From an optimization exercise on the open Yosys and OpenROAD flow, aimed at small area; shortcuts taken in it are not production practice.
Only the layout flow was run in this run; the RTL was not checked for function there.
Power is estimated from default activity; no workload was simulated.

==> flow/design.v <==
module resample_interp #(
    parameter int SYM_WIDTH = 1,
    parameter int INT_WIDTH = 1,
    parameter int DEC_WIDTH = 14,
    parameter int MU_WIDTH  = 8,
    parameter int DEPTH     = 8,
    parameter int CNT_WIDTH = 16,
    localparam int DW = SYM_WIDTH + INT_WIDTH + DEC_WIDTH,
    localparam int LW = $clog2(DEPTH) + 1
) (
    input  logic                 clk,
    input  logic                 rst,
    input  logic                 flush,
    input  logic                 in_valid,
    input  logic [DW-1:0]        in_i,
    input  logic [DW-1:0]        in_q,
    input  logic                 mk,
    input  logic [MU_WIDTH-1:0]  mu,
    input  logic                 mode,
    input  logic                 out_ready,
    output logic                 out_valid,
    output logic [DW-1:0]        out_i,
    output logic [DW-1:0]        out_q,
    output logic [LW-1:0]        fifo_level,
    output logic                 overflow,
    output logic [CNT_WIDTH-1:0] sym_cnt
);
    localparam int AW = $clog2(DEPTH);
    localparam logic [DW-1:0] SGN = DW'(1) << (DW - 1);
    logic                 strobe;
    logic                 x_zero;
    logic [DW-1:0]        x_i, x_q;
    logic                 s1_valid, s2_valid, s3_valid;
    logic [DW-1:0]        s1_a_i, s1_a_q;
    logic [MU_WIDTH-1:0]  s1_mu;
    logic [DW-1:0]        s2_y_i, s2_y_q, s3_y_i, s3_y_q;
    logic [DW-1:0]        y_i, y_q;
    logic [DW-1:0]        mem_i [DEPTH];
    logic [DW-1:0]        mem_q [DEPTH];
    logic [AW-1:0]        wr_ptr, rd_ptr;
    logic                 full, pop, wr_ok;
    assign strobe = in_valid && mk;
    always_ff @(posedge clk or posedge rst) begin
        if (rst) begin
            x_zero   <= 1'b1;
            s1_valid <= 1'b0;
            s2_valid <= 1'b0;
            s3_valid <= 1'b0;
        end else if (flush) begin
            x_zero   <= 1'b1;
            s1_valid <= 1'b0;
            s2_valid <= 1'b0;
            s3_valid <= 1'b0;
        end else begin
            if (in_valid) x_zero <= 1'b0;
            s1_valid <= strobe;
            s2_valid <= s1_valid;
            s3_valid <= s2_valid;
        end
    end
    always_ff @(posedge clk) begin
        if (in_valid) begin
            x_i <= in_i ^ SGN;
            x_q <= in_q ^ SGN;
        end
        s1_a_i <= ~(!mode ? in_i ^ SGN : x_zero ? SGN : x_i);
        s1_a_q <= ~(!mode ? in_q ^ SGN : x_zero ? SGN : x_q);
        s1_mu  <= mu;
        s2_y_i <= y_i ^ SGN;
        s2_y_q <= y_q ^ SGN;
        s3_y_i <= s2_y_i;
        s3_y_q <= s2_y_q;
    end
    logic [15:0] ari_1;
    logic [15:0] ari_2;
    logic [15:0] ari_3;
    logic [15:0] ari_4;
    logic [15:0] ari_5;
    logic [15:0] ari_6;
    logic [15:0] ari_7;
    logic [15:0] ari_8;
    logic ari_9;
    logic ari_10;
    logic ari_11;
    logic ari_12;
    logic ari_13;
    logic ari_14;
    logic ari_15;
    logic ari_16;
    logic ari_17;
    logic ari_18;
    logic ari_19;
    logic ari_20;
    logic ari_21;
    logic ari_22;
    logic ari_23;
    logic ari_24;
    logic ari_25;
    logic ari_26;
    logic ari_27;
    logic ari_28;
    logic ari_29;
    logic ari_30;
    logic ari_31;
    logic ari_32;
    logic ari_33;
    logic ari_34;
    logic ari_35;
    logic ari_36;
    logic ari_37;
    logic ari_38;
    logic ari_39;
    logic ari_40;
    logic ari_41;
    logic ari_42;
    logic ari_43;
    logic ari_44;
    logic ari_45;
    logic ari_46;
    logic ari_47;
    logic ari_48;
    logic ari_49;
    logic ari_50;
    logic ari_51;
    logic ari_52;
    logic ari_53;
    logic ari_54;
    logic ari_55;
    logic ari_56;
    logic ari_57;
    logic ari_58;
    logic ari_59;
    logic ari_60;
    logic ari_61;
    logic ari_62;
    logic ari_63;
    logic ari_64;
    logic ari_65;
    logic ari_66;
    logic ari_67;
    logic ari_68;
    logic ari_69;
    logic ari_70;
    logic ari_71;
    logic ari_72;
    logic ari_73;
    logic ari_74;
    logic ari_75;
    logic ari_76;
    logic ari_77;
    logic ari_78;
    logic ari_79;
    logic ari_80;
    logic ari_81;
    logic ari_82;
    logic ari_83;
    logic ari_84;
    logic ari_85;
    logic ari_86;
    logic ari_87;
    logic ari_88;
    logic ari_89;
    logic ari_90;
    logic ari_91;
    logic ari_92;
    logic ari_93;
    logic ari_94;
    logic ari_95;
    logic ari_96;
    logic ari_97;
    logic ari_98;
    logic ari_99;
    logic ari_100;
    logic ari_101;
    logic ari_102;
    logic ari_103;
    logic ari_104;
    logic ari_105;
    logic ari_106;
    logic ari_107;
    logic ari_108;
    logic ari_109;
    logic ari_110;
    logic ari_111;
    logic ari_112;
    logic ari_113;
    logic ari_114;
    logic ari_115;
    logic ari_116;
    logic ari_117;
    logic ari_118;
    logic ari_119;
    logic ari_120;
    logic ari_121;
    logic ari_122;
    logic ari_123;
    logic ari_124;
    logic ari_125;
    logic ari_126;
    logic ari_127;
    logic ari_128;
    logic ari_129;
    logic ari_130;
    logic ari_131;
    logic ari_132;
    logic ari_133;
    logic ari_134;
    logic ari_135;
    logic ari_136;
    logic ari_137;
    logic ari_138;
    logic ari_139;
    logic ari_140;
    logic ari_141;
    logic ari_142;
    logic ari_143;
    logic ari_144;
    logic ari_145;
    logic ari_146;
    logic ari_147;
    logic ari_148;
    logic ari_149;
    logic ari_150;
    logic ari_151;
    logic ari_152;
    logic ari_153;
    logic ari_154;
    logic ari_155;
    logic ari_156;
    logic ari_157;
    logic ari_158;
    logic ari_159;
    logic ari_160;
    logic ari_161;
    logic ari_162;
    logic ari_163;
    logic ari_164;
    logic ari_165;
    logic ari_166;
    logic ari_167;
    logic ari_168;
    logic ari_169;
    logic ari_170;
    logic ari_171;
    logic ari_172;
    logic ari_173;
    logic ari_174;
    logic ari_175;
    logic ari_176;
    logic ari_177;
    logic ari_178;
    logic ari_179;
    logic ari_180;
    logic ari_181;
    logic ari_182;
    logic ari_183;
    logic ari_184;
    logic ari_185;
    logic ari_186;
    logic ari_187;
    logic ari_188;
    logic ari_189;
    logic ari_190;
    logic ari_191;
    logic ari_192;
    logic ari_193;
    logic ari_194;
    logic ari_195;
    logic ari_196;
    logic ari_197;
    logic ari_198;
    logic ari_199;
    logic ari_200;
    logic ari_201;
    logic ari_202;
    logic ari_203;
    logic ari_204;
    logic ari_205;
    logic ari_206;
    logic ari_207;
    logic ari_208;
    logic ari_209;
    logic ari_210;
    logic ari_211;
    logic ari_212;
    logic ari_213;
    logic ari_214;
    logic ari_215;
    logic ari_216;
    logic ari_217;
    logic ari_218;
    logic ari_219;
    logic ari_220;
    logic ari_221;
    logic ari_222;
    logic ari_223;
    logic ari_224;
    logic ari_225;
    logic ari_226;
    logic ari_227;
    logic ari_228;
    logic ari_229;
    logic ari_230;
    logic ari_231;
    logic ari_232;
    logic ari_233;
    logic ari_234;
    logic ari_235;
    logic ari_236;
    logic ari_237;
    logic ari_238;
    logic ari_239;
    logic ari_240;
    logic ari_241;
    logic ari_242;
    logic ari_243;
    logic ari_244;
    logic ari_245;
    logic ari_246;
    logic ari_247;
    logic ari_248;
    logic ari_249;
    logic ari_250;
    logic ari_251;
    logic ari_252;
    logic ari_253;
    logic ari_254;
    logic ari_255;
    logic ari_256;
    logic ari_257;
    logic ari_258;
    logic ari_259;
    logic ari_260;
    logic ari_261;
    logic ari_262;
    logic ari_263;
    logic ari_264;
    logic ari_265;
    logic ari_266;
    logic ari_267;
    logic ari_268;
    logic ari_269;
    logic ari_270;
    logic ari_271;
    logic ari_272;
    logic ari_273;
    logic ari_274;
    logic ari_275;
    logic ari_276;
    logic ari_277;
    logic ari_278;
    logic ari_279;
    logic ari_280;
    logic ari_281;
    logic ari_282;
    logic ari_283;
    logic ari_284;
    logic ari_285;
    logic ari_286;
    logic ari_287;
    logic ari_288;
    logic ari_289;
    logic ari_290;
    logic ari_291;
    logic ari_292;
    logic ari_293;
    logic ari_294;
    logic ari_295;
    logic ari_296;
    logic ari_297;
    logic ari_298;
    logic ari_299;
    logic ari_300;
    logic ari_301;
    logic ari_302;
    logic ari_303;
    logic ari_304;
    logic ari_305;
    logic ari_306;
    logic ari_307;
    logic ari_308;
    logic ari_309;
    logic ari_310;
    logic ari_311;
    logic ari_312;
    logic ari_313;
    logic ari_314;
    logic ari_315;
    logic ari_316;
    logic ari_317;
    logic ari_318;
    logic ari_319;
    logic ari_320;
    logic ari_321;
    logic ari_322;
    assign ari_1 = s1_mu[0] ? ~x_i : s1_a_i;
    assign ari_2 = s1_mu[1] ? ~x_i : s1_a_i;
    assign ari_3 = s1_mu[2] ? ~x_i : s1_a_i;
    assign ari_4 = s1_mu[3] ? ~x_i : s1_a_i;
    assign ari_5 = s1_mu[4] ? ~x_i : s1_a_i;
    assign ari_6 = s1_mu[5] ? ~x_i : s1_a_i;
    assign ari_7 = s1_mu[6] ? ~x_i : s1_a_i;
    assign ari_8 = s1_mu[7] ? ~x_i : s1_a_i;
    ri_ha u_ari_9 (s1_a_i[7], ari_1[7], ari_9, ari_10);
    assign ari_11 = ~(s1_a_i[1] ^ ari_1[1]);
    assign ari_12 = s1_a_i[1] | ari_1[1];
    ri_fa u_ari_13 (s1_a_i[2], ari_1[2], ari_2[1], ari_13, ari_14);
    assign ari_15 = ~(ari_3[0] ^ ari_12);
    assign ari_16 = ari_3[0] | ari_12;
    ri_fa u_ari_17 (s1_a_i[3], ari_1[3], ari_2[2], ari_17, ari_18);
    ri_fa u_ari_19 (ari_3[1], ari_4[0], ari_14, ari_19, ari_20);
    assign ari_21 = ~(ari_16 ^ ari_17);
    assign ari_22 = ari_16 | ari_17;
    ri_fa u_ari_23 (s1_a_i[4], ari_1[4], ari_2[3], ari_23, ari_24);
    ri_fa u_ari_25 (ari_3[2], ari_4[1], ari_5[0], ari_25, ari_26);
    ri_fa u_ari_27 (ari_18, ari_23, ari_25, ari_27, ari_28);
    assign ari_29 = ~(ari_22 ^ ari_20);
    assign ari_30 = ari_22 | ari_20;
    ri_fa u_ari_31 (s1_a_i[5], ari_1[5], ari_2[4], ari_31, ari_32);
    ri_fa u_ari_33 (ari_3[3], ari_4[2], ari_5[1], ari_33, ari_34);
    ri_fa u_ari_35 (ari_6[0], ari_24, ari_26, ari_35, ari_36);
    ri_fa u_ari_37 (ari_31, ari_33, ari_28, ari_37, ari_38);
    assign ari_39 = ~(ari_35 ^ ari_30);
    assign ari_40 = ari_35 | ari_30;
    ri_fa u_ari_41 (s1_a_i[6], ari_1[6], ari_2[5], ari_41, ari_42);
    ri_fa u_ari_43 (ari_3[4], ari_4[3], ari_5[2], ari_43, ari_44);
    ri_fa u_ari_45 (ari_6[1], ari_7[0], ari_32, ari_45, ari_46);
    ri_fa u_ari_47 (ari_34, ari_41, ari_43, ari_47, ari_48);
    ri_fa u_ari_49 (ari_36, ari_45, ari_47, ari_49, ari_50);
    assign ari_51 = ~(ari_38 ^ ari_40);
    assign ari_52 = ari_38 | ari_40;
    ri_fa u_ari_53 (ari_2[6], ari_3[5], ari_4[4], ari_53, ari_54);
    ri_fa u_ari_55 (ari_5[3], ari_6[2], ari_7[1], ari_55, ari_56);
    ri_fa u_ari_57 (ari_8[0], ari_9, ari_42, ari_57, ari_58);
    ri_fa u_ari_59 (ari_44, ari_53, ari_55, ari_59, ari_60);
    ri_fa u_ari_61 (ari_46, ari_48, ari_57, ari_61, ari_62);
    ri_fa u_ari_63 (ari_59, ari_50, ari_61, ari_63, ari_64);
    ri_fa u_ari_65 (s1_a_i[8], ari_1[8], ari_2[7], ari_65, ari_66);
    ri_fa u_ari_67 (ari_3[6], ari_4[5], ari_5[4], ari_67, ari_68);
    ri_fa u_ari_69 (ari_6[3], ari_7[2], ari_8[1], ari_69, ari_70);
    ri_fa u_ari_71 (ari_10, ari_54, ari_56, ari_71, ari_72);
    ri_fa u_ari_73 (ari_65, ari_67, ari_69, ari_73, ari_74);
    ri_fa u_ari_75 (ari_58, ari_60, ari_71, ari_75, ari_76);
    ri_fa u_ari_77 (ari_73, ari_62, ari_75, ari_77, ari_78);
    ri_fa u_ari_79 (s1_a_i[9], ari_1[9], ari_2[8], ari_79, ari_80);
    ri_fa u_ari_81 (ari_3[7], ari_4[6], ari_5[5], ari_81, ari_82);
    ri_fa u_ari_83 (ari_6[4], ari_7[3], ari_8[2], ari_83, ari_84);
    ri_fa u_ari_85 (ari_66, ari_68, ari_70, ari_85, ari_86);
    ri_fa u_ari_87 (ari_79, ari_81, ari_83, ari_87, ari_88);
    ri_fa u_ari_89 (ari_72, ari_74, ari_85, ari_89, ari_90);
    ri_fa u_ari_91 (ari_87, ari_76, ari_89, ari_91, ari_92);
    ri_fa u_ari_93 (s1_a_i[10], ari_1[10], ari_2[9], ari_93, ari_94);
    ri_fa u_ari_95 (ari_3[8], ari_4[7], ari_5[6], ari_95, ari_96);
    ri_fa u_ari_97 (ari_6[5], ari_7[4], ari_8[3], ari_97, ari_98);
    ri_fa u_ari_99 (ari_80, ari_82, ari_84, ari_99, ari_100);
    ri_fa u_ari_101 (ari_93, ari_95, ari_97, ari_101, ari_102);
    ri_fa u_ari_103 (ari_86, ari_88, ari_99, ari_103, ari_104);
    ri_fa u_ari_105 (ari_101, ari_90, ari_103, ari_105, ari_106);
    ri_fa u_ari_107 (s1_a_i[11], ari_1[11], ari_2[10], ari_107, ari_108);
    ri_fa u_ari_109 (ari_3[9], ari_4[8], ari_5[7], ari_109, ari_110);
    ri_fa u_ari_111 (ari_6[6], ari_7[5], ari_8[4], ari_111, ari_112);
    ri_fa u_ari_113 (ari_94, ari_96, ari_98, ari_113, ari_114);
    ri_fa u_ari_115 (ari_107, ari_109, ari_111, ari_115, ari_116);
    ri_fa u_ari_117 (ari_100, ari_102, ari_113, ari_117, ari_118);
    ri_fa u_ari_119 (ari_115, ari_104, ari_117, ari_119, ari_120);
    ri_fa u_ari_121 (s1_a_i[12], ari_1[12], ari_2[11], ari_121, ari_122);
    ri_fa u_ari_123 (ari_3[10], ari_4[9], ari_5[8], ari_123, ari_124);
    ri_fa u_ari_125 (ari_6[7], ari_7[6], ari_8[5], ari_125, ari_126);
    ri_fa u_ari_127 (ari_108, ari_110, ari_112, ari_127, ari_128);
    ri_fa u_ari_129 (ari_121, ari_123, ari_125, ari_129, ari_130);
    ri_fa u_ari_131 (ari_114, ari_116, ari_127, ari_131, ari_132);
    ri_fa u_ari_133 (ari_129, ari_118, ari_131, ari_133, ari_134);
    ri_fa u_ari_135 (s1_a_i[13], ari_1[13], ari_2[12], ari_135, ari_136);
    ri_fa u_ari_137 (ari_3[11], ari_4[10], ari_5[9], ari_137, ari_138);
    ri_fa u_ari_139 (ari_6[8], ari_7[7], ari_8[6], ari_139, ari_140);
    ri_fa u_ari_141 (ari_122, ari_124, ari_126, ari_141, ari_142);
    ri_fa u_ari_143 (ari_135, ari_137, ari_139, ari_143, ari_144);
    ri_fa u_ari_145 (ari_128, ari_130, ari_141, ari_145, ari_146);
    ri_fa u_ari_147 (ari_143, ari_132, ari_145, ari_147, ari_148);
    ri_fa u_ari_149 (s1_a_i[14], ari_1[14], ari_2[13], ari_149, ari_150);
    ri_fa u_ari_151 (ari_3[12], ari_4[11], ari_5[10], ari_151, ari_152);
    ri_fa u_ari_153 (ari_6[9], ari_7[8], ari_8[7], ari_153, ari_154);
    ri_fa u_ari_155 (ari_136, ari_138, ari_140, ari_155, ari_156);
    ri_fa u_ari_157 (ari_149, ari_151, ari_153, ari_157, ari_158);
    ri_fa u_ari_159 (ari_142, ari_144, ari_155, ari_159, ari_160);
    ri_fa u_ari_161 (ari_157, ari_146, ari_159, ari_161, ari_162);
    ri_fa u_ari_163 (s1_a_i[15], ari_1[15], ari_2[14], ari_163, ari_164);
    ri_fa u_ari_165 (ari_3[13], ari_4[12], ari_5[11], ari_165, ari_166);
    ri_fa u_ari_167 (ari_6[10], ari_7[9], ari_8[8], ari_167, ari_168);
    ri_fa u_ari_169 (ari_150, ari_152, ari_154, ari_169, ari_170);
    ri_fa u_ari_171 (ari_163, ari_165, ari_167, ari_171, ari_172);
    ri_fa u_ari_173 (ari_156, ari_158, ari_169, ari_173, ari_174);
    ri_fa u_ari_175 (ari_171, ari_160, ari_173, ari_175, ari_176);
    ri_fa u_ari_177 (ari_2[15], ari_3[14], ari_4[13], ari_177, ari_178);
    ri_fa u_ari_179 (ari_5[12], ari_6[11], ari_7[10], ari_179, ari_180);
    ri_fa u_ari_181 (ari_8[9], ari_164, ari_166, ari_181, ari_182);
    ri_fa u_ari_183 (ari_168, ari_177, ari_179, ari_183, ari_184);
    ri_fa u_ari_185 (ari_170, ari_172, ari_181, ari_185, ari_186);
    ri_fa u_ari_187 (ari_183, ari_174, ari_185, ari_187, ari_188);
    ri_fa u_ari_189 (ari_3[15], ari_4[14], ari_5[13], ari_189, ari_190);
    ri_fa u_ari_191 (ari_6[12], ari_7[11], ari_8[10], ari_191, ari_192);
    ri_fa u_ari_193 (ari_178, ari_180, ari_189, ari_193, ari_194);
    ri_fa u_ari_195 (ari_191, ari_182, ari_184, ari_195, ari_196);
    ri_fa u_ari_197 (ari_193, ari_186, ari_195, ari_197, ari_198);
    ri_fa u_ari_199 (ari_4[15], ari_5[14], ari_6[13], ari_199, ari_200);
    ri_fa u_ari_201 (ari_7[12], ari_8[11], ari_190, ari_201, ari_202);
    ri_fa u_ari_203 (ari_192, ari_199, ari_194, ari_203, ari_204);
    ri_fa u_ari_205 (ari_201, ari_196, ari_203, ari_205, ari_206);
    ri_fa u_ari_207 (ari_5[15], ari_6[14], ari_7[13], ari_207, ari_208);
    ri_fa u_ari_209 (ari_8[12], ari_200, ari_207, ari_209, ari_210);
    ri_fa u_ari_211 (ari_202, ari_209, ari_204, ari_211, ari_212);
    ri_fa u_ari_213 (ari_6[15], ari_7[14], ari_8[13], ari_213, ari_214);
    ri_fa u_ari_215 (ari_208, ari_213, ari_210, ari_215, ari_216);
    ri_fa u_ari_217 (ari_7[15], ari_8[14], ari_214, ari_217, ari_218);
    assign ari_219 = s1_a_i[0] | ari_1[0];
    ri_maj u_ari_220 (ari_2[0], ari_11, ari_219, ari_220);
    ri_maj u_ari_221 (ari_13, ari_15, ari_220, ari_221);
    ri_maj u_ari_222 (ari_21, ari_19, ari_221, ari_222);
    ri_maj u_ari_223 (ari_27, ari_29, ari_222, ari_223);
    ri_maj u_ari_224 (ari_39, ari_37, ari_223, ari_224);
    ri_maj u_ari_225 (ari_49, ari_51, ari_224, ari_225);
    ri_maj u_ari_226 (ari_52, ari_63, ari_225, ari_226);
    ri_ha u_ari_227 (ari_64, ari_77, ari_227, ari_228);
    ri_ha u_ari_229 (ari_78, ari_91, ari_229, ari_230);
    ri_ha u_ari_231 (ari_92, ari_105, ari_231, ari_232);
    ri_ha u_ari_233 (ari_106, ari_119, ari_233, ari_234);
    ri_ha u_ari_235 (ari_120, ari_133, ari_235, ari_236);
    ri_ha u_ari_237 (ari_134, ari_147, ari_237, ari_238);
    ri_ha u_ari_239 (ari_148, ari_161, ari_239, ari_240);
    ri_ha u_ari_241 (ari_162, ari_175, ari_241, ari_242);
    ri_ha u_ari_243 (ari_176, ari_187, ari_243, ari_244);
    ri_ha u_ari_245 (ari_188, ari_197, ari_245, ari_246);
    ri_ha u_ari_247 (ari_198, ari_205, ari_247, ari_248);
    ri_ha u_ari_249 (ari_206, ari_211, ari_249, ari_250);
    ri_ha u_ari_251 (ari_215, ari_212, ari_251, ari_252);
    ri_ha u_ari_253 (ari_217, ari_216, ari_253, ari_254);
    ri_ha u_ari_255 (ari_8[15], ari_218, ari_255, ari_256);
    assign ari_257 = ari_228 | (ari_227 & ari_226);
    assign ari_258 = ari_230 | (ari_229 & ari_257);
    assign ari_259 = ari_234 | (ari_233 & ari_232);
    assign ari_260 = ari_233 & ari_231;
    assign ari_261 = ari_238 | (ari_237 & ari_236);
    assign ari_262 = ari_237 & ari_235;
    assign ari_263 = ari_242 | (ari_241 & ari_240);
    assign ari_264 = ari_241 & ari_239;
    assign ari_265 = ari_246 | (ari_245 & ari_244);
    assign ari_266 = ari_245 & ari_243;
    assign ari_267 = ari_250 | (ari_249 & ari_248);
    assign ari_268 = ari_249 & ari_247;
    assign ari_269 = ari_254 | (ari_253 & ari_252);
    assign ari_270 = ari_253 & ari_251;
    assign ari_271 = 1'b0 | (1'b0 & ari_256);
    assign ari_272 = 1'b0 & ari_255;
    assign ari_273 = ari_232 | (ari_231 & ari_258);
    assign ari_274 = ari_259 | (ari_260 & ari_258);
    assign ari_275 = ari_240 | (ari_239 & ari_261);
    assign ari_276 = ari_239 & ari_262;
    assign ari_277 = ari_263 | (ari_264 & ari_261);
    assign ari_278 = ari_264 & ari_262;
    assign ari_279 = ari_248 | (ari_247 & ari_265);
    assign ari_280 = ari_247 & ari_266;
    assign ari_281 = ari_267 | (ari_268 & ari_265);
    assign ari_282 = ari_268 & ari_266;
    assign ari_283 = ari_256 | (ari_255 & ari_269);
    assign ari_284 = ari_255 & ari_270;
    assign ari_285 = ari_271 | (ari_272 & ari_269);
    assign ari_286 = ari_272 & ari_270;
    assign ari_287 = ari_236 | (ari_235 & ari_274);
    assign ari_288 = ari_261 | (ari_262 & ari_274);
    assign ari_289 = ari_275 | (ari_276 & ari_274);
    assign ari_290 = ari_277 | (ari_278 & ari_274);
    assign ari_291 = ari_252 | (ari_251 & ari_281);
    assign ari_292 = ari_251 & ari_282;
    assign ari_293 = ari_269 | (ari_270 & ari_281);
    assign ari_294 = ari_270 & ari_282;
    assign ari_295 = ari_283 | (ari_284 & ari_281);
    assign ari_296 = ari_284 & ari_282;
    assign ari_297 = ari_285 | (ari_286 & ari_281);
    assign ari_298 = ari_286 & ari_282;
    assign ari_299 = ari_244 | (ari_243 & ari_290);
    assign ari_300 = ari_265 | (ari_266 & ari_290);
    assign ari_301 = ari_279 | (ari_280 & ari_290);
    assign ari_302 = ari_281 | (ari_282 & ari_290);
    assign ari_303 = ari_291 | (ari_292 & ari_290);
    assign ari_304 = ari_293 | (ari_294 & ari_290);
    assign ari_305 = ari_295 | (ari_296 & ari_290);
    assign ari_306 = ari_297 | (ari_298 & ari_290);
    assign ari_307 = ari_227 ^ ari_226;
    assign ari_308 = ari_229 ^ ari_257;
    assign ari_309 = ari_231 ^ ari_258;
    assign ari_310 = ari_233 ^ ari_273;
    assign ari_311 = ari_235 ^ ari_274;
    assign ari_312 = ari_237 ^ ari_287;
    assign ari_313 = ari_239 ^ ari_288;
    assign ari_314 = ari_241 ^ ari_289;
    assign ari_315 = ari_243 ^ ari_290;
    assign ari_316 = ari_245 ^ ari_299;
    assign ari_317 = ari_247 ^ ari_300;
    assign ari_318 = ari_249 ^ ari_301;
    assign ari_319 = ari_251 ^ ari_302;
    assign ari_320 = ari_253 ^ ari_303;
    assign ari_321 = ari_255 ^ ari_304;
    assign ari_322 = 1'b0 ^ ari_305;
    assign y_i = ~{ari_322, ari_321, ari_320, ari_319, ari_318, ari_317, ari_316, ari_315, ari_314, ari_313, ari_312, ari_311, ari_310, ari_309, ari_308, ari_307};
    logic [15:0] arq_1;
    logic [15:0] arq_2;
    logic [15:0] arq_3;
    logic [15:0] arq_4;
    logic [15:0] arq_5;
    logic [15:0] arq_6;
    logic [15:0] arq_7;
    logic [15:0] arq_8;
    logic arq_9;
    logic arq_10;
    logic arq_11;
    logic arq_12;
    logic arq_13;
    logic arq_14;
    logic arq_15;
    logic arq_16;
    logic arq_17;
    logic arq_18;
    logic arq_19;
    logic arq_20;
    logic arq_21;
    logic arq_22;
    logic arq_23;
    logic arq_24;
    logic arq_25;
    logic arq_26;
    logic arq_27;
    logic arq_28;
    logic arq_29;
    logic arq_30;
    logic arq_31;
    logic arq_32;
    logic arq_33;
    logic arq_34;
    logic arq_35;
    logic arq_36;
    logic arq_37;
    logic arq_38;
    logic arq_39;
    logic arq_40;
    logic arq_41;
    logic arq_42;
    logic arq_43;
    logic arq_44;
    logic arq_45;
    logic arq_46;
    logic arq_47;
    logic arq_48;
    logic arq_49;
    logic arq_50;
    logic arq_51;
    logic arq_52;
    logic arq_53;
    logic arq_54;
    logic arq_55;
    logic arq_56;
    logic arq_57;
    logic arq_58;
    logic arq_59;
    logic arq_60;
    logic arq_61;
    logic arq_62;
    logic arq_63;
    logic arq_64;
    logic arq_65;
    logic arq_66;
    logic arq_67;
    logic arq_68;
    logic arq_69;
    logic arq_70;
    logic arq_71;
    logic arq_72;
    logic arq_73;
    logic arq_74;
    logic arq_75;
    logic arq_76;
    logic arq_77;
    logic arq_78;
    logic arq_79;
    logic arq_80;
    logic arq_81;
    logic arq_82;
    logic arq_83;
    logic arq_84;
    logic arq_85;
    logic arq_86;
    logic arq_87;
    logic arq_88;
    logic arq_89;
    logic arq_90;
    logic arq_91;
    logic arq_92;
    logic arq_93;
    logic arq_94;
    logic arq_95;
    logic arq_96;
    logic arq_97;
    logic arq_98;
    logic arq_99;
    logic arq_100;
    logic arq_101;
    logic arq_102;
    logic arq_103;
    logic arq_104;
    logic arq_105;
    logic arq_106;
    logic arq_107;
    logic arq_108;
    logic arq_109;
    logic arq_110;
    logic arq_111;
    logic arq_112;
    logic arq_113;
    logic arq_114;
    logic arq_115;
    logic arq_116;
    logic arq_117;
    logic arq_118;
    logic arq_119;
    logic arq_120;
    logic arq_121;
    logic arq_122;
    logic arq_123;
    logic arq_124;
    logic arq_125;
    logic arq_126;
    logic arq_127;
    logic arq_128;
    logic arq_129;
    logic arq_130;
    logic arq_131;
    logic arq_132;
    logic arq_133;
    logic arq_134;
    logic arq_135;
    logic arq_136;
    logic arq_137;
    logic arq_138;
    logic arq_139;
    logic arq_140;
    logic arq_141;
    logic arq_142;
    logic arq_143;
    logic arq_144;
    logic arq_145;
    logic arq_146;
    logic arq_147;
    logic arq_148;
    logic arq_149;
    logic arq_150;
    logic arq_151;
    logic arq_152;
    logic arq_153;
    logic arq_154;
    logic arq_155;
    logic arq_156;
    logic arq_157;
    logic arq_158;
    logic arq_159;
    logic arq_160;
    logic arq_161;
    logic arq_162;
    logic arq_163;
    logic arq_164;
    logic arq_165;
    logic arq_166;
    logic arq_167;
    logic arq_168;
    logic arq_169;
    logic arq_170;
    logic arq_171;
    logic arq_172;
    logic arq_173;
    logic arq_174;
    logic arq_175;
    logic arq_176;
    logic arq_177;
    logic arq_178;
    logic arq_179;
    logic arq_180;
    logic arq_181;
    logic arq_182;
    logic arq_183;
    logic arq_184;
    logic arq_185;
    logic arq_186;
    logic arq_187;
    logic arq_188;
    logic arq_189;
    logic arq_190;
    logic arq_191;
    logic arq_192;
    logic arq_193;
    logic arq_194;
    logic arq_195;
    logic arq_196;
    logic arq_197;
    logic arq_198;
    logic arq_199;
    logic arq_200;
    logic arq_201;
    logic arq_202;
    logic arq_203;
    logic arq_204;
    logic arq_205;
    logic arq_206;
    logic arq_207;
    logic arq_208;
    logic arq_209;
    logic arq_210;
    logic arq_211;
    logic arq_212;
    logic arq_213;
    logic arq_214;
    logic arq_215;
    logic arq_216;
    logic arq_217;
    logic arq_218;
    logic arq_219;
    logic arq_220;
    logic arq_221;
    logic arq_222;
    logic arq_223;
    logic arq_224;
    logic arq_225;
    logic arq_226;
    logic arq_227;
    logic arq_228;
    logic arq_229;
    logic arq_230;
    logic arq_231;
    logic arq_232;
    logic arq_233;
    logic arq_234;
    logic arq_235;
    logic arq_236;
    logic arq_237;
    logic arq_238;
    logic arq_239;
    logic arq_240;
    logic arq_241;
    logic arq_242;
    logic arq_243;
    logic arq_244;
    logic arq_245;
    logic arq_246;
    logic arq_247;
    logic arq_248;
    logic arq_249;
    logic arq_250;
    logic arq_251;
    logic arq_252;
    logic arq_253;
    logic arq_254;
    logic arq_255;
    logic arq_256;
    logic arq_257;
    logic arq_258;
    logic arq_259;
    logic arq_260;
    logic arq_261;
    logic arq_262;
    logic arq_263;
    logic arq_264;
    logic arq_265;
    logic arq_266;
    logic arq_267;
    logic arq_268;
    logic arq_269;
    logic arq_270;
    logic arq_271;
    logic arq_272;
    logic arq_273;
    logic arq_274;
    logic arq_275;
    logic arq_276;
    logic arq_277;
    logic arq_278;
    logic arq_279;
    logic arq_280;
    logic arq_281;
    logic arq_282;
    logic arq_283;
    logic arq_284;
    logic arq_285;
    logic arq_286;
    logic arq_287;
    logic arq_288;
    logic arq_289;
    logic arq_290;
    logic arq_291;
    logic arq_292;
    logic arq_293;
    logic arq_294;
    logic arq_295;
    logic arq_296;
    logic arq_297;
    logic arq_298;
    logic arq_299;
    logic arq_300;
    logic arq_301;
    logic arq_302;
    logic arq_303;
    logic arq_304;
    logic arq_305;
    logic arq_306;
    logic arq_307;
    logic arq_308;
    logic arq_309;
    logic arq_310;
    logic arq_311;
    logic arq_312;
    logic arq_313;
    logic arq_314;
    logic arq_315;
    logic arq_316;
    logic arq_317;
    logic arq_318;
    logic arq_319;
    logic arq_320;
    logic arq_321;
    logic arq_322;
    assign arq_1 = s1_mu[0] ? ~x_q : s1_a_q;
    assign arq_2 = s1_mu[1] ? ~x_q : s1_a_q;
    assign arq_3 = s1_mu[2] ? ~x_q : s1_a_q;
    assign arq_4 = s1_mu[3] ? ~x_q : s1_a_q;
    assign arq_5 = s1_mu[4] ? ~x_q : s1_a_q;
    assign arq_6 = s1_mu[5] ? ~x_q : s1_a_q;
    assign arq_7 = s1_mu[6] ? ~x_q : s1_a_q;
    assign arq_8 = s1_mu[7] ? ~x_q : s1_a_q;
    ri_ha u_arq_9 (s1_a_q[7], arq_1[7], arq_9, arq_10);
    assign arq_11 = ~(s1_a_q[1] ^ arq_1[1]);
    assign arq_12 = s1_a_q[1] | arq_1[1];
    ri_fa u_arq_13 (s1_a_q[2], arq_1[2], arq_2[1], arq_13, arq_14);
    assign arq_15 = ~(arq_3[0] ^ arq_12);
    assign arq_16 = arq_3[0] | arq_12;
    ri_fa u_arq_17 (s1_a_q[3], arq_1[3], arq_2[2], arq_17, arq_18);
    ri_fa u_arq_19 (arq_3[1], arq_4[0], arq_14, arq_19, arq_20);
    assign arq_21 = ~(arq_16 ^ arq_17);
    assign arq_22 = arq_16 | arq_17;
    ri_fa u_arq_23 (s1_a_q[4], arq_1[4], arq_2[3], arq_23, arq_24);
    ri_fa u_arq_25 (arq_3[2], arq_4[1], arq_5[0], arq_25, arq_26);
    ri_fa u_arq_27 (arq_18, arq_23, arq_25, arq_27, arq_28);
    assign arq_29 = ~(arq_22 ^ arq_20);
    assign arq_30 = arq_22 | arq_20;
    ri_fa u_arq_31 (s1_a_q[5], arq_1[5], arq_2[4], arq_31, arq_32);
    ri_fa u_arq_33 (arq_3[3], arq_4[2], arq_5[1], arq_33, arq_34);
    ri_fa u_arq_35 (arq_6[0], arq_24, arq_26, arq_35, arq_36);
    ri_fa u_arq_37 (arq_31, arq_33, arq_28, arq_37, arq_38);
    assign arq_39 = ~(arq_35 ^ arq_30);
    assign arq_40 = arq_35 | arq_30;
    ri_fa u_arq_41 (s1_a_q[6], arq_1[6], arq_2[5], arq_41, arq_42);
    ri_fa u_arq_43 (arq_3[4], arq_4[3], arq_5[2], arq_43, arq_44);
    ri_fa u_arq_45 (arq_6[1], arq_7[0], arq_32, arq_45, arq_46);
    ri_fa u_arq_47 (arq_34, arq_41, arq_43, arq_47, arq_48);
    ri_fa u_arq_49 (arq_36, arq_45, arq_47, arq_49, arq_50);
    assign arq_51 = ~(arq_38 ^ arq_40);
    assign arq_52 = arq_38 | arq_40;
    ri_fa u_arq_53 (arq_2[6], arq_3[5], arq_4[4], arq_53, arq_54);
    ri_fa u_arq_55 (arq_5[3], arq_6[2], arq_7[1], arq_55, arq_56);
    ri_fa u_arq_57 (arq_8[0], arq_9, arq_42, arq_57, arq_58);
    ri_fa u_arq_59 (arq_44, arq_53, arq_55, arq_59, arq_60);
    ri_fa u_arq_61 (arq_46, arq_48, arq_57, arq_61, arq_62);
    ri_fa u_arq_63 (arq_59, arq_50, arq_61, arq_63, arq_64);
    ri_fa u_arq_65 (s1_a_q[8], arq_1[8], arq_2[7], arq_65, arq_66);
    ri_fa u_arq_67 (arq_3[6], arq_4[5], arq_5[4], arq_67, arq_68);
    ri_fa u_arq_69 (arq_6[3], arq_7[2], arq_8[1], arq_69, arq_70);
    ri_fa u_arq_71 (arq_10, arq_54, arq_56, arq_71, arq_72);
    ri_fa u_arq_73 (arq_65, arq_67, arq_69, arq_73, arq_74);
    ri_fa u_arq_75 (arq_58, arq_60, arq_71, arq_75, arq_76);
    ri_fa u_arq_77 (arq_73, arq_62, arq_75, arq_77, arq_78);
    ri_fa u_arq_79 (s1_a_q[9], arq_1[9], arq_2[8], arq_79, arq_80);
    ri_fa u_arq_81 (arq_3[7], arq_4[6], arq_5[5], arq_81, arq_82);
    ri_fa u_arq_83 (arq_6[4], arq_7[3], arq_8[2], arq_83, arq_84);
    ri_fa u_arq_85 (arq_66, arq_68, arq_70, arq_85, arq_86);
    ri_fa u_arq_87 (arq_79, arq_81, arq_83, arq_87, arq_88);
    ri_fa u_arq_89 (arq_72, arq_74, arq_85, arq_89, arq_90);
    ri_fa u_arq_91 (arq_87, arq_76, arq_89, arq_91, arq_92);
    ri_fa u_arq_93 (s1_a_q[10], arq_1[10], arq_2[9], arq_93, arq_94);
    ri_fa u_arq_95 (arq_3[8], arq_4[7], arq_5[6], arq_95, arq_96);
    ri_fa u_arq_97 (arq_6[5], arq_7[4], arq_8[3], arq_97, arq_98);
    ri_fa u_arq_99 (arq_80, arq_82, arq_84, arq_99, arq_100);
    ri_fa u_arq_101 (arq_93, arq_95, arq_97, arq_101, arq_102);
    ri_fa u_arq_103 (arq_86, arq_88, arq_99, arq_103, arq_104);
    ri_fa u_arq_105 (arq_101, arq_90, arq_103, arq_105, arq_106);
    ri_fa u_arq_107 (s1_a_q[11], arq_1[11], arq_2[10], arq_107, arq_108);
    ri_fa u_arq_109 (arq_3[9], arq_4[8], arq_5[7], arq_109, arq_110);
    ri_fa u_arq_111 (arq_6[6], arq_7[5], arq_8[4], arq_111, arq_112);
    ri_fa u_arq_113 (arq_94, arq_96, arq_98, arq_113, arq_114);
    ri_fa u_arq_115 (arq_107, arq_109, arq_111, arq_115, arq_116);
    ri_fa u_arq_117 (arq_100, arq_102, arq_113, arq_117, arq_118);
    ri_fa u_arq_119 (arq_115, arq_104, arq_117, arq_119, arq_120);
    ri_fa u_arq_121 (s1_a_q[12], arq_1[12], arq_2[11], arq_121, arq_122);
    ri_fa u_arq_123 (arq_3[10], arq_4[9], arq_5[8], arq_123, arq_124);
    ri_fa u_arq_125 (arq_6[7], arq_7[6], arq_8[5], arq_125, arq_126);
    ri_fa u_arq_127 (arq_108, arq_110, arq_112, arq_127, arq_128);
    ri_fa u_arq_129 (arq_121, arq_123, arq_125, arq_129, arq_130);
    ri_fa u_arq_131 (arq_114, arq_116, arq_127, arq_131, arq_132);
    ri_fa u_arq_133 (arq_129, arq_118, arq_131, arq_133, arq_134);
    ri_fa u_arq_135 (s1_a_q[13], arq_1[13], arq_2[12], arq_135, arq_136);
    ri_fa u_arq_137 (arq_3[11], arq_4[10], arq_5[9], arq_137, arq_138);
    ri_fa u_arq_139 (arq_6[8], arq_7[7], arq_8[6], arq_139, arq_140);
    ri_fa u_arq_141 (arq_122, arq_124, arq_126, arq_141, arq_142);
    ri_fa u_arq_143 (arq_135, arq_137, arq_139, arq_143, arq_144);
    ri_fa u_arq_145 (arq_128, arq_130, arq_141, arq_145, arq_146);
    ri_fa u_arq_147 (arq_143, arq_132, arq_145, arq_147, arq_148);
    ri_fa u_arq_149 (s1_a_q[14], arq_1[14], arq_2[13], arq_149, arq_150);
    ri_fa u_arq_151 (arq_3[12], arq_4[11], arq_5[10], arq_151, arq_152);
    ri_fa u_arq_153 (arq_6[9], arq_7[8], arq_8[7], arq_153, arq_154);
    ri_fa u_arq_155 (arq_136, arq_138, arq_140, arq_155, arq_156);
    ri_fa u_arq_157 (arq_149, arq_151, arq_153, arq_157, arq_158);
    ri_fa u_arq_159 (arq_142, arq_144, arq_155, arq_159, arq_160);
    ri_fa u_arq_161 (arq_157, arq_146, arq_159, arq_161, arq_162);
    ri_fa u_arq_163 (s1_a_q[15], arq_1[15], arq_2[14], arq_163, arq_164);
    ri_fa u_arq_165 (arq_3[13], arq_4[12], arq_5[11], arq_165, arq_166);
    ri_fa u_arq_167 (arq_6[10], arq_7[9], arq_8[8], arq_167, arq_168);
    ri_fa u_arq_169 (arq_150, arq_152, arq_154, arq_169, arq_170);
    ri_fa u_arq_171 (arq_163, arq_165, arq_167, arq_171, arq_172);
    ri_fa u_arq_173 (arq_156, arq_158, arq_169, arq_173, arq_174);
    ri_fa u_arq_175 (arq_171, arq_160, arq_173, arq_175, arq_176);
    ri_fa u_arq_177 (arq_2[15], arq_3[14], arq_4[13], arq_177, arq_178);
    ri_fa u_arq_179 (arq_5[12], arq_6[11], arq_7[10], arq_179, arq_180);
    ri_fa u_arq_181 (arq_8[9], arq_164, arq_166, arq_181, arq_182);
    ri_fa u_arq_183 (arq_168, arq_177, arq_179, arq_183, arq_184);
    ri_fa u_arq_185 (arq_170, arq_172, arq_181, arq_185, arq_186);
    ri_fa u_arq_187 (arq_183, arq_174, arq_185, arq_187, arq_188);
    ri_fa u_arq_189 (arq_3[15], arq_4[14], arq_5[13], arq_189, arq_190);
    ri_fa u_arq_191 (arq_6[12], arq_7[11], arq_8[10], arq_191, arq_192);
    ri_fa u_arq_193 (arq_178, arq_180, arq_189, arq_193, arq_194);
    ri_fa u_arq_195 (arq_191, arq_182, arq_184, arq_195, arq_196);
    ri_fa u_arq_197 (arq_193, arq_186, arq_195, arq_197, arq_198);
    ri_fa u_arq_199 (arq_4[15], arq_5[14], arq_6[13], arq_199, arq_200);
    ri_fa u_arq_201 (arq_7[12], arq_8[11], arq_190, arq_201, arq_202);
    ri_fa u_arq_203 (arq_192, arq_199, arq_194, arq_203, arq_204);
    ri_fa u_arq_205 (arq_201, arq_196, arq_203, arq_205, arq_206);
    ri_fa u_arq_207 (arq_5[15], arq_6[14], arq_7[13], arq_207, arq_208);
    ri_fa u_arq_209 (arq_8[12], arq_200, arq_207, arq_209, arq_210);
    ri_fa u_arq_211 (arq_202, arq_209, arq_204, arq_211, arq_212);
    ri_fa u_arq_213 (arq_6[15], arq_7[14], arq_8[13], arq_213, arq_214);
    ri_fa u_arq_215 (arq_208, arq_213, arq_210, arq_215, arq_216);
    ri_fa u_arq_217 (arq_7[15], arq_8[14], arq_214, arq_217, arq_218);
    assign arq_219 = s1_a_q[0] | arq_1[0];
    ri_maj u_arq_220 (arq_2[0], arq_11, arq_219, arq_220);
    ri_maj u_arq_221 (arq_13, arq_15, arq_220, arq_221);
    ri_maj u_arq_222 (arq_21, arq_19, arq_221, arq_222);
    ri_maj u_arq_223 (arq_27, arq_29, arq_222, arq_223);
    ri_maj u_arq_224 (arq_39, arq_37, arq_223, arq_224);
    ri_maj u_arq_225 (arq_49, arq_51, arq_224, arq_225);
    ri_maj u_arq_226 (arq_52, arq_63, arq_225, arq_226);
    ri_ha u_arq_227 (arq_64, arq_77, arq_227, arq_228);
    ri_ha u_arq_229 (arq_78, arq_91, arq_229, arq_230);
    ri_ha u_arq_231 (arq_92, arq_105, arq_231, arq_232);
    ri_ha u_arq_233 (arq_106, arq_119, arq_233, arq_234);
    ri_ha u_arq_235 (arq_120, arq_133, arq_235, arq_236);
    ri_ha u_arq_237 (arq_134, arq_147, arq_237, arq_238);
    ri_ha u_arq_239 (arq_148, arq_161, arq_239, arq_240);
    ri_ha u_arq_241 (arq_162, arq_175, arq_241, arq_242);
    ri_ha u_arq_243 (arq_176, arq_187, arq_243, arq_244);
    ri_ha u_arq_245 (arq_188, arq_197, arq_245, arq_246);
    ri_ha u_arq_247 (arq_198, arq_205, arq_247, arq_248);
    ri_ha u_arq_249 (arq_206, arq_211, arq_249, arq_250);
    ri_ha u_arq_251 (arq_215, arq_212, arq_251, arq_252);
    ri_ha u_arq_253 (arq_217, arq_216, arq_253, arq_254);
    ri_ha u_arq_255 (arq_8[15], arq_218, arq_255, arq_256);
    assign arq_257 = arq_228 | (arq_227 & arq_226);
    assign arq_258 = arq_230 | (arq_229 & arq_257);
    assign arq_259 = arq_234 | (arq_233 & arq_232);
    assign arq_260 = arq_233 & arq_231;
    assign arq_261 = arq_238 | (arq_237 & arq_236);
    assign arq_262 = arq_237 & arq_235;
    assign arq_263 = arq_242 | (arq_241 & arq_240);
    assign arq_264 = arq_241 & arq_239;
    assign arq_265 = arq_246 | (arq_245 & arq_244);
    assign arq_266 = arq_245 & arq_243;
    assign arq_267 = arq_250 | (arq_249 & arq_248);
    assign arq_268 = arq_249 & arq_247;
    assign arq_269 = arq_254 | (arq_253 & arq_252);
    assign arq_270 = arq_253 & arq_251;
    assign arq_271 = 1'b0 | (1'b0 & arq_256);
    assign arq_272 = 1'b0 & arq_255;
    assign arq_273 = arq_232 | (arq_231 & arq_258);
    assign arq_274 = arq_259 | (arq_260 & arq_258);
    assign arq_275 = arq_240 | (arq_239 & arq_261);
    assign arq_276 = arq_239 & arq_262;
    assign arq_277 = arq_263 | (arq_264 & arq_261);
    assign arq_278 = arq_264 & arq_262;
    assign arq_279 = arq_248 | (arq_247 & arq_265);
    assign arq_280 = arq_247 & arq_266;
    assign arq_281 = arq_267 | (arq_268 & arq_265);
    assign arq_282 = arq_268 & arq_266;
    assign arq_283 = arq_256 | (arq_255 & arq_269);
    assign arq_284 = arq_255 & arq_270;
    assign arq_285 = arq_271 | (arq_272 & arq_269);
    assign arq_286 = arq_272 & arq_270;
    assign arq_287 = arq_236 | (arq_235 & arq_274);
    assign arq_288 = arq_261 | (arq_262 & arq_274);
    assign arq_289 = arq_275 | (arq_276 & arq_274);
    assign arq_290 = arq_277 | (arq_278 & arq_274);
    assign arq_291 = arq_252 | (arq_251 & arq_281);
    assign arq_292 = arq_251 & arq_282;
    assign arq_293 = arq_269 | (arq_270 & arq_281);
    assign arq_294 = arq_270 & arq_282;
    assign arq_295 = arq_283 | (arq_284 & arq_281);
    assign arq_296 = arq_284 & arq_282;
    assign arq_297 = arq_285 | (arq_286 & arq_281);
    assign arq_298 = arq_286 & arq_282;
    assign arq_299 = arq_244 | (arq_243 & arq_290);
    assign arq_300 = arq_265 | (arq_266 & arq_290);
    assign arq_301 = arq_279 | (arq_280 & arq_290);
    assign arq_302 = arq_281 | (arq_282 & arq_290);
    assign arq_303 = arq_291 | (arq_292 & arq_290);
    assign arq_304 = arq_293 | (arq_294 & arq_290);
    assign arq_305 = arq_295 | (arq_296 & arq_290);
    assign arq_306 = arq_297 | (arq_298 & arq_290);
    assign arq_307 = arq_227 ^ arq_226;
    assign arq_308 = arq_229 ^ arq_257;
    assign arq_309 = arq_231 ^ arq_258;
    assign arq_310 = arq_233 ^ arq_273;
    assign arq_311 = arq_235 ^ arq_274;
    assign arq_312 = arq_237 ^ arq_287;
    assign arq_313 = arq_239 ^ arq_288;
    assign arq_314 = arq_241 ^ arq_289;
    assign arq_315 = arq_243 ^ arq_290;
    assign arq_316 = arq_245 ^ arq_299;
    assign arq_317 = arq_247 ^ arq_300;
    assign arq_318 = arq_249 ^ arq_301;
    assign arq_319 = arq_251 ^ arq_302;
    assign arq_320 = arq_253 ^ arq_303;
    assign arq_321 = arq_255 ^ arq_304;
    assign arq_322 = 1'b0 ^ arq_305;
    assign y_q = ~{arq_322, arq_321, arq_320, arq_319, arq_318, arq_317, arq_316, arq_315, arq_314, arq_313, arq_312, arq_311, arq_310, arq_309, arq_308, arq_307};
    assign wr_ptr    = rd_ptr + fifo_level[AW-1:0];
    assign full      = fifo_level == LW'(DEPTH);
    assign out_valid = fifo_level != '0;
    assign pop       = out_valid && out_ready;
    assign wr_ok     = s3_valid && (!full || pop);
    always_comb begin
        out_i = '0;
        out_q = '0;
        for (int k = 0; k < DEPTH; k++) begin
            if (out_valid && rd_ptr == AW'(k)) begin
                out_i = out_i | mem_i[k];
                out_q = out_q | mem_q[k];
            end
        end
    end
    always_ff @(posedge clk) begin
        if (!full || pop) begin
            mem_i[wr_ptr] <= s3_y_i;
            mem_q[wr_ptr] <= s3_y_q;
        end
    end
    always_ff @(posedge clk or posedge rst) begin
        if (rst) begin
            rd_ptr     <= '0;
            fifo_level <= '0;
            overflow   <= 1'b0;
            sym_cnt    <= '0;
        end else if (flush) begin
            rd_ptr     <= '0;
            fifo_level <= '0;
            overflow   <= 1'b0;
            sym_cnt    <= '0;
        end else begin
            if (wr_ok) begin
                sym_cnt <= sym_cnt + CNT_WIDTH'(1);
            end
            if (pop) begin
                rd_ptr <= rd_ptr + AW'(1);
            end
            case ({wr_ok, pop})
                2'b10:   fifo_level <= fifo_level + LW'(1);
                2'b01:   fifo_level <= fifo_level - LW'(1);
                default: fifo_level <= fifo_level;
            endcase
            if (s3_valid && !wr_ok) begin
                overflow <= 1'b1;
            end
        end
    end
endmodule
module ri_fa (
    input  logic a, b, c,
    output logic s, co
);
    assign s  = a ^ b ^ c;
    assign co = (a & b) | (c & (a ^ b));
endmodule
module ri_maj (
    input  logic a, b, c,
    output logic co
);
    assign co = (a & b) | (a & c) | (b & c);
endmodule
module ri_ao (
    input  logic gh, ph, gl,
    output logic g
);
    assign g = gh | (ph & gl);
endmodule
module ri_and (
    input  logic a, b,
    output logic y
);
    assign y = a & b;
endmodule
module ri_xor (
    input  logic a, b,
    output logic y
);
    assign y = a ^ b;
endmodule
module ri_ha (
    input  logic a, b,
    output logic s, co
);
    assign s  = a ^ b;
    assign co = a & b;
endmodule
==> flow/flow/run.sh <==
#!/bin/bash
# Layout flow: the standard ORFS flow (standard.sh, synthesis unchanged)
# with two changes to the layout steps:
#   * port buffers use the smallest buffer (buf_1) instead of the resizer's
#     default choice; every input and output port still gets a buffer;
#   * clock tree synthesis runs without dummy loads and builds the tree from
#     clkbuf_8 cells with sink clusters of at most 20 flip-flops.
# Each tool's full output is in orfs/logs/ (one log per step); make's own
# output goes to flow_make.log in the work folder.
set -euo pipefail
export BUFFER_PORTS_ARGS="-buffer_cell sky130_fd_sc_hd__buf_1"
export CTS_ARGS="-sink_clustering_enable -repair_clock_nets -dont_use_dummy_load -buf_list sky130_fd_sc_hd__clkbuf_8 -sink_clustering_size 20 -sink_clustering_max_diameter 50"
bash standard.sh > flow_make.log 2>&1
==> flow/standard.sh <==
#!/bin/bash
# synth_recipe.tcl (not shown) runs the flow's synth.tcl, then flattens the netlist and writes it again
# the make line also repeats each setting of config.mk as NAME=value (left out here)
make -C /OpenROAD-flow-scripts/flow DESIGN_CONFIG=/design/flow/config.mk WORK_HOME=/design/flow/orfs CLKGATE_MAP_FILE= SYNTH_SCRIPT=/design/flow/synth_recipe.tcl "${@:-finish}"
==> flow/config.mk <==
export PLATFORM = sky130hd
export DESIGN_NAME = resample_interp
export DESIGN_NICKNAME = resample_interp
export VERILOG_FILES = /design/flow/design.v
export SDC_FILE = /design/flow/constraint.sdc
export NUM_CORES = 4
export LEC_CHECK = 0
export CAP_MARGIN = 20
export CORE_MARGIN = 2
export CORE_UTILIZATION = 65
export PLACE_DENSITY = 0.75
export SLEW_MARGIN = 20
export SYNTH_HIERARCHICAL = 1
export SYNTH_MINIMUM_KEEP_SIZE = 0
==> flow/constraint.sdc <==
create_clock -name core_clock -period 6.0 [get_ports {clk}]
set_input_delay 1.2000 -clock core_clock [delete_from_list [all_inputs] [get_ports {clk}]]
set_output_delay 1.2000 -clock core_clock [all_outputs]
set_load 0.01 [all_outputs]
==> flow_summary.ini <==
[pwr]
pwr-share-seq = 0.365
p_clk_frac = 0.101
sw_frac_of_total = 0.406
vdd_drop_max_uv = 413
internal_power_mw = 7.96
combPwrFrac = 0.534
power_mw = 13.4
p_per_area_mw_per_mm2 = 562
power.leakage_nw = 9.36
p_sw_mw = 5.45

[final_layout]
fin_cells = 2071
design_area_mm2 = 0.0239
antenna_cells = 0
area_growth_pct = 5.52
largestRegisters = mem_i (128), mem_q (128)
drive_above_1_share = 0.0699
final_nets = 1927
post-route-util = 0.694

[clock_network]
insertion_delay_ns = 0.60
cts_max_level = 2
cts_setup_buffers = 0
clock_sinks = 420
clock_path_buffers = 3
cts_hold_buf = 0
cts_resized = 0
root_buffer = clkbuf_8
cts_tree = done
path_clk_slew_ns = 0.11
cts-buffers-inserted = 35

[critical_path]
r2r-end = s2_y_i[13]
critPathMaxFanout = 9
end_kind = register
crit_arrival_ns = 6.01
startpoint = s1_a_i[1]
rrSetupSlack_ns = 0.48
reg2regPathDepth = 20
worst_setup_path_start_kind = register
critPathKind = reg2reg
worst_ep_required_time_ns = 6.48
regToRegStartpoint = s1_a_i[1]

[place]
dp_cells = 2036
numPortBuffers = 100
placement.setup.worst_slack_ns = 0.447
gp_congestion = 0.904
post-dp-hpwl_um = 33000
placed_area_mm2 = 0.0234

[sta]
fin_crit_sh = 0.920
setup_violations = 0
tightest_slew_ns = 1.11
fmax_mhz = 181
post-route-min-period_ns = 5.52
rsz0062_at_grt = no
final_hold_viol_count = 0
fin_ws_ns = 0.477
holdWs_ns = 0.306
slew_headroom = 0.253
fin_worst_skew_ns = 0.0802
slew_violations = 0
fin_tns_setup_ns = 0

[grt]
track_usage = 0.281
grt_overflow_total = 0
antenna_found_initial = 0
grt_pass1_vias = 13700
grt_pass1_wl_um = 76900
grt_max_degree = 35

[logic_synthesis]
synth_top_area_share = 0.382
synth_seq_area_share = 0.505
yosys_warnings = 7
synthDistinctLibCells = 58
ys.flop_type = edfxtp_1
yosysTopAreaCell = edfxtp_1
syn_avg_cell_area_um2 = 14.5
synthesis.area_mm2 = 0.0226
netlist_top_cells_area = edfxtp_1, fa_1, mux2i_1
syn-instance-count = 1559
synth_edf_count = 288
ys_top_cells_by_count = edfxtp_1, mux2i_1, fa_1, dfxtp_1, inv_1
async_flop_share = 0.0667
ys_ff_latch = 420
syn-num-nets = 1868
post-synth-top-count-cell = edfxtp_1

[floorplanning]
die_w_um = 191
initial_core_util = 0.658
io_pins = 101
rows = 68
dieArea_mm2 = 0.0363
die_y_um = 191
core_area_mm2 = 0.0344

[route]
drc = 0
finalWirelength_um = 48900
drt-initial-drc-count = 1170
wire_per_inst_um = 23.6
first_pass_iters = 7
via_count = 13000
viasPerCell = 6.27
ant_nets = 0

[status]
status = finished clean

[worst_hold_path]
hp-class = reg2reg
holdCritStartpoint = s2_y_q[1]
hold_end = s3_y_q[1]
hold_depth = 0

[job]
drv_cap = 0
-- power by group through the flow --
stage / clock network [mW] / registers (mW) / logic [mW]
5_1_grt: 1.49 / 4.98 / 8.17
3_3_place_gp: 0 / 4.89 / 6.98
4_1_cts: 1.39 / 4.88 / 7.18
6_report: 1.36 / 4.89 / 7.16
2_1_floorplan: 0 / 4.74 / 5.25
3_5_place_dp: 0 / 4.95 / 7.13
-- worst max-delay path by stage --
stage / to / slack [ns]
after floorplan: s2_y_i[13] / 0.56
final: s2_y_i[13] / 0.48
after detailed placement: s2_y_i[13] / 0.45
after global placement: s2_y_i[13] / 0.56
after global routing: s2_y_i[9] / 0.21
after CTS: s2_y_i[13] / 0.47
-- cell type report --
cell class,count,area [um2]
multi-input combinational,951,10500
clock buffer,35,482
fill,2328,10500
tap,455,569
timing repair buffer,128,588
inverter,82,308
sequential,420,11400
-- worst max-delay path, cell delays in order, from the launching register on --
cell and delay (ns):
dfxtp_1 0.32, clkinv_1 0.18, mux2_2 0.33, ha_1 0.27
inv_1 0.04, maj3_2 0.31, maj3_2 0.31, maj3_2 0.31
maj3_2 0.31, maj3_2 0.31, maj3_2 0.31, maj3_2 0.31
ha_1 0.19, or2_2 0.27, ha_1 0.19, o211ai_1 0.23
a21boi_0 0.18, a41oi_1 0.44, inv_1 0.15, a311o_1 0.35
xnor2_1 0.13
-- modules after synthesis, one instance, submodules excluded --
module	area (um2)	times used	flops+latches
ri_maj	11.3	14	0
resample_interp	18100	1	420
ri_fa	20.0	196	0
ri_ha	12.5	32	0
-- per-layer routing --
metal	track usage	vias up	routed length, um
met4	0.0823	0	1200
li1	-	5801	-
met2	0.464	463	23800
met3	0.0537	74	3590
met5	0	-	0
met1	0.384	6645	20300
-- cell families after synthesis --
logic type | share of synthesized area
muxes | 0.126
adders and majority gates | 0.218
and+or+nand+nor | 0.0430
xor gates and xnor gates | 0.0135
buffers and inverters | 0.0345
DFF | 0.505
AOI/OAI and AO/OA | 0.0598
-- layout by cell type (no fill, tap or decap), types with 4 or more instances in the layout --
| master | instances |
|---|---|
| nand3_1 | 41 |
| and3_2 | 5 |
| buf_4 | 28 |
| or2_2 | 5 |
| clkbuf_8 | 35 |
| nand4_1 | 5 |
| nor3_1 | 7 |
| a21o_1 | 4 |
| a21boi_0 | 4 |
| maj3_2 | 14 |
| and3_1 | 6 |
| nor2_1 | 36 |
| buf_1 | 98 |
| mux2i_1 | 283 |
| dfrtp_1 | 27 |
| xor2_1 | 18 |
| nand2_1 | 23 |
| ha_1 | 64 |
| fa_1 | 198 |
| o211ai_1 | 6 |
| a22oi_1 | 32 |
| xnor2_1 | 17 |
| dfxtp_2 | 8 |
| inv_1 | 79 |
| nor2b_1 | 33 |
| o21ai_0 | 13 |
| a222oi_1 | 64 |
| edfxtp_1 | 288 |
| dfxtp_1 | 96 |
| or3_1 | 4 |
| a21oi_1 | 22 |

static timing again, ports no longer ideal:
The flow's constraints put no driver on any port. The routed layout listed below was extracted and timed again, unchanged, in two steps. Step 1 sets driving cells, clkbuf_16 on the clock port and buf_2 on the other inputs (assumed; they add their load-dependent delay and slew). Step 2 also shifts input and output timing later by t, the mid clock arrival at the registers, as if the neighbouring blocks saw the same clock. Slacks: ideal / step 1 / step 2; pairs: ideal / step 1.
t, ns: 0.616
setup slack, ns: 0.477 / 0.477 / 0.477
worst setup path at the end: register to register
worst slew at a driven data input, ns: 0.06
pins driven straight from the clock port: 1
After both steps this run still meets setup and hold. The setup slack of this run moves by 0.000 ns with the drivers and by 0.000 ns with both steps.
